This is an optimization exercise on Yosys and OpenROAD, whose aim is small area, not a production implementation.
Where RTL was checked, it was by simulation tests only, not by an equivalence proof against the original.
The flow treats the clock pin as an ideal source, which a real chip does not have.
Power figures rest on the tool's default switching activity, not on a simulated workload.

== run 1 ==
==> flow/design.v (excerpt) <==
module ahb_convolver (
  input  logic       tb_clk,
  input  logic       reset,
  input  logic       hsel,
  input  logic [4-1:0]  haddr,
  input  logic [1:0] htrans,
  input  logic       hwrite,
  input  logic [16-1:0]  hwdata,
  output logic [16-1:0]  hrdata,
  output logic       hresp
);
Size: ~1100 cells after synthesis, ~360 flip-flops, about 16000 um2 of cells after synthesis.
clock: 6.0 ns
lec_check: 0
cap_margin: 20
core_margin: 2
core_utilization: 72
slew_margin: 20
synth_hierarchical: 1
standard.sh (not shown) runs the stock make flow with config.mk's settings and CLKGATE_MAP_FILE= SYNTH_SCRIPT=/design/flow/synth_recipe.tcl, a recipe that flattens the netlist after the stock synthesis.
==> flow/flow/run.sh <==
#!/bin/bash
set -euo pipefail
export BUFFER_PORTS_ARGS="-buffer_cell sky130_fd_sc_hd__buf_1"
export CTS_ARGS="-sink_clustering_enable -repair_clock_nets -dont_use_dummy_load -buf_list sky130_fd_sc_hd__clkbuf_4 -sink_clustering_size 10 -sink_clustering_max_diameter 60"
bash standard.sh > standard.log 2>&1
Modified inputs, run 2 compared to run 1
# run 1
export LEC_CHECK = 0
export CAP_MARGIN = 20
export CORE_MARGIN = 2
export CORE_UTILIZATION = 72
export SLEW_MARGIN = 20
export SYNTH_HIERARCHICAL = 1
create_clock -name core_clock -period 6.0 [get_ports {tb_clk}]
# run 2
export LEC_CHECK = 0
export CAP_MARGIN = 20
export CORE_MARGIN = 2
export CORE_UTILIZATION = 65
export GPL_TIMING_DRIVEN = 0
export SLEW_MARGIN = 20
export SYNTH_HIERARCHICAL = 1
create_clock -name core_clock -period 6.0 [get_ports {tb_clk}]
==> flow/flow/run.sh <==
#!/bin/bash
set -euo pipefail
export BUFFER_PORTS_ARGS="-buffer_cell sky130_fd_sc_hd__buf_1"
export CTS_ARGS="-sink_clustering_enable -repair_clock_nets -dont_use_dummy_load -buf_list sky130_fd_sc_hd__clkbuf_8 -sink_clustering_size 16 -sink_clustering_max_diameter 100"
bash standard.sh > standard.log 2>&1
==> run summary <==
Run 2 ends up with a total number of nets in the final design that is about 1.8% higher than in run 1. When the final numbers for run 2 and run 1 were put side by side, the overall power consumption turned out to be smaller in run 1. The higher wire length of run 2 and run 1 is in run 2. In run 2 the global-route usage turned out 1.9 points lower than in run 1.

========
Setup of xenon:
Starting RTL as in the previous note.
Settings: LEC_CHECK=0, CAP_MARGIN=20, CORE_MARGIN=2, CORE_UTILIZATION=65, SLEW_MARGIN=20, SYNTH_HIERARCHICAL=1; clock period 6.0 ns.
==> flow/flow/run.sh <==
#!/bin/bash
set -euo pipefail
export BUFFER_PORTS_ARGS="-buffer_cell sky130_fd_sc_hd__buf_1"
export CTS_ARGS="-sink_clustering_enable -repair_clock_nets -dont_use_dummy_load -buf_list sky130_fd_sc_hd__clkbuf_8 -sink_clustering_size 18 -sink_clustering_max_diameter 100"
bash standard.sh > standard.log 2>&1
Setup changes, xenon to raven
- CTS_CLUSTER_SIZE now 26, previously not set
- CTS_BUF_LIST now sky130_fd_sc_hd__clkbuf_16, previously not set
- CTS_CLUSTER_DIAMETER now 100, previously not set
==> flow/run.sh (new file) <==
#!/bin/bash
# synth_recipe.tcl (not shown) runs the flow's synth.tcl, then flattens the netlist and writes it again
# the make line also repeats each setting of config.mk as NAME=value (left out here)
make -C /OpenROAD-flow-scripts/flow DESIGN_CONFIG=/design/flow/config.mk WORK_HOME=/design/flow/orfs CLKGATE_MAP_FILE= SYNTH_SCRIPT=/design/flow/synth_recipe.tcl finish
removed: flow/flow/run.sh
removed: flow/standard.sh
[summary]
xenon has a higher cell depth of the worst min-delay path than raven.
xenon ended up with fewer cell instances than raven did.
Looking at arrival time reported for the critical path endpoint across xenon and raven, the one that comes out lower is raven.
Comparing xenon and raven, the higher detailed route wirelength on metal2 is on raven.
On raven: total CTS buffers is 6 lower than what xenon gave.
On raven: final design instance area without fill is 2.2% higher than what xenon gave.
Count of cell types in the netlist: raven vs xenon identical
The least setup slack across all paths after layout of raven was superior to that of xenon.
When raven is set beside xenon, its power share of the combinational group turns out to be 0.3 points smaller.
Edits applied to the flow inputs when going from raven to ember:
- a deleted CTS_BUF_LIST that had been sky130_fd_sc_hd__clkbuf_16
- a deleted CTS_CLUSTER_SIZE that had been 26
- a deleted CTS_CLUSTER_DIAMETER that had been 100
==> flow/flow/run.sh (new file) <==
#!/bin/bash
set -euo pipefail
export BUFFER_PORTS_ARGS="-buffer_cell sky130_fd_sc_hd__buf_1"
export CTS_ARGS="-sink_clustering_enable -repair_clock_nets -dont_use_dummy_load -buf_list sky130_fd_sc_hd__clkbuf_4 -sink_clustering_size 10 -sink_clustering_max_diameter 60"
bash standard.sh > standard.log 2>&1
==> flow/standard.sh (new file) <==
#!/bin/bash
# synth_recipe.tcl (not shown) runs the flow's synth.tcl, then flattens the netlist and writes it again
# the make line also repeats each setting of config.mk as NAME=value (left out here)
make -C /OpenROAD-flow-scripts/flow DESIGN_CONFIG=/design/flow/config.mk WORK_HOME=/design/flow/orfs CLKGATE_MAP_FILE= SYNTH_SCRIPT=/design/flow/synth_recipe.tcl "${@:-finish}"
removed: flow/run.sh
Findings:
Compared with raven, ember instantiates a larger number of standard cells.
raven → ember: total power has decreased; post-detailed-placement half-perimeter wirelength down 1.5%; smallest setup slack after layout now sits lower; overall routing resource usage has decreased; design area now smaller.
Against raven, ember reports a detailed-route wire length on metal 1 that is higher.
Higher via count among raven and ember: ember
Proportion of register bits with asynchronous set or reset after synthesis: raven vs ember identical
The run showing the smaller depth of the critical timing path with buffers and inverters included is raven.
ember ended with more deepest level of the CTS H-tree than raven.

========
Another version of the RTL of ahb_convolver (not shown whole).
For scale: roughly 1,000 cells after synthesis, ~43 I/O pins.
export LEC_CHECK = 0
export CAP_MARGIN = 20
export CORE_MARGIN = 2
export CORE_UTILIZATION = 65
export SLEW_MARGIN = 20
export SYNTH_HIERARCHICAL = 1
create_clock -name core_clock -period 6.0 [get_ports {tb_clk}]
==> flow/flow/run.sh <==
#!/bin/bash
set -euo pipefail
export BUFFER_PORTS_ARGS="-buffer_cell sky130_fd_sc_hd__buf_1"
export CTS_ARGS='-sink_clustering_enable -repair_clock_nets -dont_use_dummy_load -buf_list {sky130_fd_sc_hd__clkbuf_2 sky130_fd_sc_hd__clkbuf_4} -sink_clustering_size 8 -sink_clustering_max_diameter 50'
export RECOVER_POWER=100
export POST_CTS_TCL="$(pwd)/flow/post_cts.tcl"
export POST_GLOBAL_ROUTE_TCL="$(pwd)/flow/post_grt.tcl"
bash standard.sh > standard.log 2>&1
==> flow/flow/post_cts.tcl <==
# Runs at the end of ORFS's CTS step (POST_CTS_TCL), before global routing.
# Synthesis maps for speed and leaves cells stronger than the design needs;
# this swaps every logic cell of drive strength 2 or more for its drive-1
# version (same function), then lets the resizer fix max slew, capacitance
# and setup again, and legalizes. Flip-flops, the clock tree and the port
# buffers are left alone.
set db [ord::get_db]
set block [ord::get_db_block]
set swapped 0
foreach inst [$block getInsts] {
  set iname [$inst getName]
  if { [string match "clkbuf_*" $iname] || [string match "clkload*" $iname]
       || [string match "input*" $iname] || [string match "output*" $iname] } {
    continue
  }
  set mname [[$inst getMaster] getName]
  if { ![regexp {^(sky130_fd_sc_hd__[a-z0-9]+)_([0-9]+)$} $mname -> base drive] } {
    continue
  }
  if { $drive < 2 || [regexp {df|dl|tap|fill|decap|conb|clk} $base] } {
    continue
  }
  set small "${base}_1"
  if { [$db findMaster $small] == "NULL" } {
    continue
  }
  replace_cell $iname $small
  incr swapped
}
puts "Downsized $swapped cells to drive strength 1"

log_cmd estimate_parasitics -placement
repair_design_helper
repair_timing_helper -setup
log_cmd detailed_placement
check_placement -verbose
==> flow/flow/post_grt.tcl <==
# Runs at the end of ORFS's global route step (POST_GLOBAL_ROUTE_TCL), after
# power recovery has downsized cells off the critical paths. Downsizing does
# not look at max slew or capacitance, so repair those again, legalize, and
# rewrite the route guides for the nets that changed.
log_cmd global_route -start_incremental
repair_design_helper
log_cmd detailed_placement
log_cmd global_route -end_incremental
log_cmd estimate_parasitics -global_routing
write_guides $::env(RESULTS_DIR)/route.guide
Rerun with:
==> flow/flow/run.sh (replaced) <==
#!/bin/bash
set -euo pipefail
export BUFFER_PORTS_ARGS="-buffer_cell sky130_fd_sc_hd__buf_1"
export CTS_ARGS="-sink_clustering_enable -repair_clock_nets -dont_use_dummy_load -buf_list sky130_fd_sc_hd__clkbuf_4 -sink_clustering_size 10 -sink_clustering_max_diameter 60"
export RECOVER_POWER=100
export POST_GLOBAL_ROUTE_TCL="$(pwd)/flow/post_grt.tcl"
bash standard.sh > standard.log 2>&1
removed: flow/flow/post_cts.tcl
What happened: The new run finished clean. Final area came out higher by 1.4%. Register-to-register slack got worse by 0.04 ns. Maximum frequency is lower by 0.72%. Non-clock buffer count goes down by 1. Power goes down by 2.2%. Clock-buffer cell count came out lower by 10. Hold slack improves by 0.056 ns.
Rerun with:
==> flow/flow/post_grt.tcl (replaced) <==
# Runs at the end of ORFS's global route step (POST_GLOBAL_ROUTE_TCL), after
# power recovery. Synthesis maps for speed and leaves cells stronger than the
# design needs; this swaps every logic cell of drive strength 2 or more for its
# drive-1 version (same function), then lets the resizer fix max slew and
# capacitance and any setup violation again, legalizes, and rewrites the
# route guides for the nets that changed. Flip-flops, the clock tree and the
# port buffers are left alone.
log_cmd global_route -start_incremental

set db [ord::get_db]
set block [ord::get_db_block]
set swapped 0
foreach inst [$block getInsts] {
  set iname [$inst getName]
  if { [string match "clkbuf_*" $iname] || [string match "clkload*" $iname]
       || [string match "input*" $iname] || [string match "output*" $iname] } {
    continue
  }
  set mname [[$inst getMaster] getName]
  if { ![regexp {^(sky130_fd_sc_hd__[a-z0-9]+)_([0-9]+)$} $mname -> base drive] } {
    continue
  }
  if { $drive < 2 || [regexp {df|dl|tap|fill|decap|conb|clk} $base] } {
    continue
  }
  set small "${base}_1"
  if { [$db findMaster $small] == "NULL" } {
    continue
  }
  replace_cell $iname $small
  incr swapped
}
puts "Downsized $swapped cells to drive strength 1"

log_cmd estimate_parasitics -global_routing
repair_design_helper
repair_timing_helper -setup
log_cmd detailed_placement
log_cmd global_route -end_incremental
log_cmd estimate_parasitics -global_routing
write_guides $::env(RESULTS_DIR)/route.guide
The new run ended with an error in global routing (5_1_grt) with EST-0104.
Area after synthesis stays the same.
Synthesized cell count does not change.
Rerun with:
--- a/flow/flow/post_grt.tcl
+++ b/flow/flow/post_grt.tcl
@@ -33,4 +33,7 @@
 puts "Downsized $swapped cells to drive strength 1"
+log_cmd detailed_placement
+log_cmd global_route -end_incremental
 
 log_cmd estimate_parasitics -global_routing
+log_cmd global_route -start_incremental
 repair_design_helper
After rerunning: The changed run aborted during global routing (5_1_grt) on EST-0104. Synthesized cell count is unchanged. Synthesized area does not change.

========
Another version of the RTL of ahb_convolver (not shown whole).
Size: ~1100 cells after synthesis, ~350 flip-flops, about 16000 sq um of cells after synthesis.
export LEC_CHECK = 0
export CAP_MARGIN = 20
export CORE_MARGIN = 2
export CORE_UTILIZATION = 80
export SLEW_MARGIN = 20
export SYNTH_HIERARCHICAL = 1
create_clock -name core_clock -period 6.0 [get_ports {tb_clk}]
run.sh (not shown) runs the stock make flow with config.mk's settings and CLKGATE_MAP_FILE= SYNTH_SCRIPT=/design/flow/synth_recipe.tcl, a recipe that flattens the netlist after the stock synthesis.
Stock flow here: none of the scripts above is used.
The starting point finished but fails on negative setup slack.
Then changed:
Settings changed: CORE_UTILIZATION 80 to 60.
After rerunning: This time the run ran to the end with no violations. Total power is lower by 1.1%. Die area grows by 32%. Cell count goes up by 5.6%. Worst setup slack gets better by 0.22 ns. Utilization fell by 22 points. Wire length goes down by 24%. Clock-buffer cell count goes up by 3. First-iteration DRC count went down by 59%.
No functional check of the RTL was part of any run of this note.

========
Another version of the RTL of ahb_convolver (not shown whole).
For scale: about 1100 cells after synthesis, about 340 flip-flops, ~16000 um^2 of cells after synthesis.
==> flow/config.mk <==
export PLATFORM = sky130hd
export DESIGN_NAME = ahb_convolver
export DESIGN_NICKNAME = ahb_convolver
export VERILOG_FILES = /design/flow/design.v
export SDC_FILE = /design/flow/constraint.sdc
export NUM_CORES = 4
export LEC_CHECK = 0
export CAP_MARGIN = 20
export CORE_MARGIN = 2
export CORE_UTILIZATION = 65
export SLEW_MARGIN = 20
export SYNTH_HIERARCHICAL = 1
==> flow/constraint.sdc <==
create_clock -name core_clock -period 6.0 [get_ports {tb_clk}]
set_input_delay 1.2000 -clock core_clock [delete_from_list [all_inputs] [get_ports {tb_clk}]]
set_output_delay 1.2000 -clock core_clock [all_outputs]
set_load 0.01 [all_outputs]
standard.sh (not shown) runs the stock make flow with config.mk's settings and CLKGATE_MAP_FILE= SYNTH_SCRIPT=/design/flow/synth_recipe.tcl, a recipe that flattens the netlist after the stock synthesis.
==> flow/flow/run.sh <==
#!/bin/bash
set -euo pipefail
export BUFFER_PORTS_ARGS="-buffer_cell sky130_fd_sc_hd__buf_1"
export CTS_ARGS="-sink_clustering_enable -repair_clock_nets -dont_use_dummy_load -buf_list sky130_fd_sc_hd__clkbuf_4 -sink_clustering_size 10 -sink_clustering_max_diameter 60"
export RECOVER_POWER=100
export POST_GLOBAL_ROUTE_TCL="$(pwd)/flow/post_grt.tcl"
bash standard.sh > standard.log 2>&1
==> flow/flow/post_grt.tcl <==
# Runs at the end of ORFS's global route step (POST_GLOBAL_ROUTE_TCL), after
# power recovery. Synthesis maps for speed and leaves cells stronger than the
# design needs; this swaps every logic cell of drive strength 2 or more for its
# drive-1 version (same function), then lets the resizer fix max slew and
# capacitance and any setup violation again, legalizes, and rewrites the
# route guides for the nets that changed. Flip-flops, the clock tree and the
# port buffers are left alone.
log_cmd global_route -start_incremental

set db [ord::get_db]
set block [ord::get_db_block]
set swapped 0
foreach inst [$block getInsts] {
  set iname [$inst getName]
  if { [string match "clkbuf_*" $iname] || [string match "clkload*" $iname]
       || [string match "input*" $iname] || [string match "output*" $iname] } {
    continue
  }
  set mname [[$inst getMaster] getName]
  if { ![regexp {^(sky130_fd_sc_hd__[a-z0-9]+)_([0-9]+)$} $mname -> base drive] } {
    continue
  }
  if { $drive < 2 || [regexp {df|dl|tap|fill|decap|conb|clk} $base] } {
    continue
  }
  set small "${base}_1"
  if { [$db findMaster $small] == "NULL" } {
    continue
  }
  replace_cell $iname $small
  incr swapped
}
puts "Downsized $swapped cells to drive strength 1"
log_cmd detailed_placement
log_cmd global_route -end_incremental

log_cmd estimate_parasitics -global_routing
log_cmd global_route -start_incremental
repair_design_helper
repair_timing_helper -setup
log_cmd detailed_placement
log_cmd global_route -end_incremental
log_cmd estimate_parasitics -global_routing
write_guides $::env(RESULTS_DIR)/route.guide
The baseline failed in global routing with EST-0104.
Rerun with:
==> flow/flow/post_grt.tcl (replaced) <==
# Runs at the end of ORFS's global route step (POST_GLOBAL_ROUTE_TCL), after
# power recovery has downsized cells off the critical paths. Downsizing does
# not look at max slew or capacitance, so repair those again, legalize, and
# rewrite the route guides for the nets that changed.
log_cmd global_route -start_incremental
repair_design_helper
log_cmd detailed_placement
log_cmd global_route -end_incremental
log_cmd estimate_parasitics -global_routing
write_guides $::env(RESULTS_DIR)/route.guide
What happened:
- The changed run finished clean
- synthesized area is unchanged
- synthesized cell count is unchanged
Rerun with:
==> flow/flow/post_grt.tcl (replaced) <==
# Runs at the end of ORFS's global route step (POST_GLOBAL_ROUTE_TCL), after
# power recovery. Synthesis maps for speed and leaves cells stronger than the
# design needs; this swaps every logic cell of drive strength 2 or more for its
# drive-1 version (same function), then lets the resizer fix max slew and
# capacitance and any setup violation again, legalizes, and rewrites the
# route guides for the nets that changed. Flip-flops, the clock tree and the
# port buffers are left alone.
log_cmd global_route -start_incremental

set db [ord::get_db]
set block [ord::get_db_block]
set swapped 0
foreach inst [$block getInsts] {
  set iname [$inst getName]
  if { [string match "clkbuf_*" $iname] || [string match "clkload*" $iname]
       || [string match "input*" $iname] || [string match "output*" $iname] } {
    continue
  }
  set mname [[$inst getMaster] getName]
  if { ![regexp {^(sky130_fd_sc_hd__[a-z0-9]+)_([0-9]+)$} $mname -> base drive] } {
    continue
  }
  if { $drive < 2 || [regexp {df|dl|tap|fill|decap|conb|clk} $base] } {
    continue
  }
  set small "${base}_1"
  if { [$db findMaster $small] == "NULL" } {
    continue
  }
  replace_cell $iname $small
  incr swapped
}
puts "Downsized $swapped cells to drive strength 1"

log_cmd estimate_parasitics -global_routing
repair_design_helper
repair_timing_helper -setup
log_cmd detailed_placement
log_cmd global_route -end_incremental
log_cmd estimate_parasitics -global_routing
write_guides $::env(RESULTS_DIR)/route.guide
=> The new run died in global routing, error EST-0104; synthesized cell count does not change; area after synthesis does not change.
Rerun with:
--- a/flow/flow/run.sh
+++ b/flow/flow/run.sh
@@ -3,0 +4 @@
+export RECOVER_POWER=100
@@ -5,2 +5,0 @@
-export RECOVER_POWER=100
-export POST_GLOBAL_ROUTE_TCL="$(pwd)/flow/post_grt.tcl"
removed: flow/flow/post_grt.tcl
Now the flow finished but fails on capacitance limit, slew limit.
Synthesized area stays the same.
Synthesized cell count stays the same.

## afterwards: timing with drivers on the ports
The flow's constraints put no driver on any port. The routed layouts listed below were extracted and timed again, unchanged, in two steps. Step 1 assumes that a clkbuf_16 drives the clock port and a buf_2 every other input. Step 2 moves the port delays by t, midway between the first and last clock arrival at a register: inputs arrive t later, outputs are due t later. That takes back most of the time a late clock gives input paths. Slacks: ideal ports / drivers / drivers and shift; pairs: ideal ports / drivers.
| run | t (ns) | setup slack, ns | worst setup path at the end | worst data-port slew with drivers (ns) | cell pins on the clock port's net |
|---|---|---|---|---|---|
| run 1 | 0.683 | 1.351 / 1.351 / 1.351 | register to register | 0.03 | 1 |
| run 2 | 0.617 | 1.172 / 1.172 / 1.172 | register to register | 0.03 | 1 |
| xenon | 0.607 | 1.398 / 1.398 / 1.398 | register to register | 0.04 | 1 |
| raven | 0.570 | 1.402 / 1.402 / 1.402 | register to register | 0.03 | 1 |
| ember | 0.668 | 1.385 / 1.385 / 1.385 | register to register | 0.03 | 1 |
| the first run of note 3 | 0.718 | 0.668 / 0.668 / 0.668 | register to register | 0.04 | 1 |
| the second run of note 3 | 0.688 | 0.629 / 0.629 / 0.629 | register to register | 0.04 | 1 |
| the first run of note 4 | 0.561 | -0.119 / -0.119 / -0.119 | register to register | 0.04 | 1 |
| the second run of note 4 | 0.573 | 0.101 / 0.101 / 0.101 | register to register | 0.05 | 1 |
| the second run of note 5 | 0.679 | 0.533 / 0.533 / 0.173 | input to register | 0.04 | 1 |
| the fourth run of note 5 | 0.673 | 0.531 / 0.531 / 0.284 | input to register | 0.04 | 1 |
For the second run of note 5, which loses most, drivers alone change the setup slack by 0.000 ns; drivers and shift together by -0.360 ns.
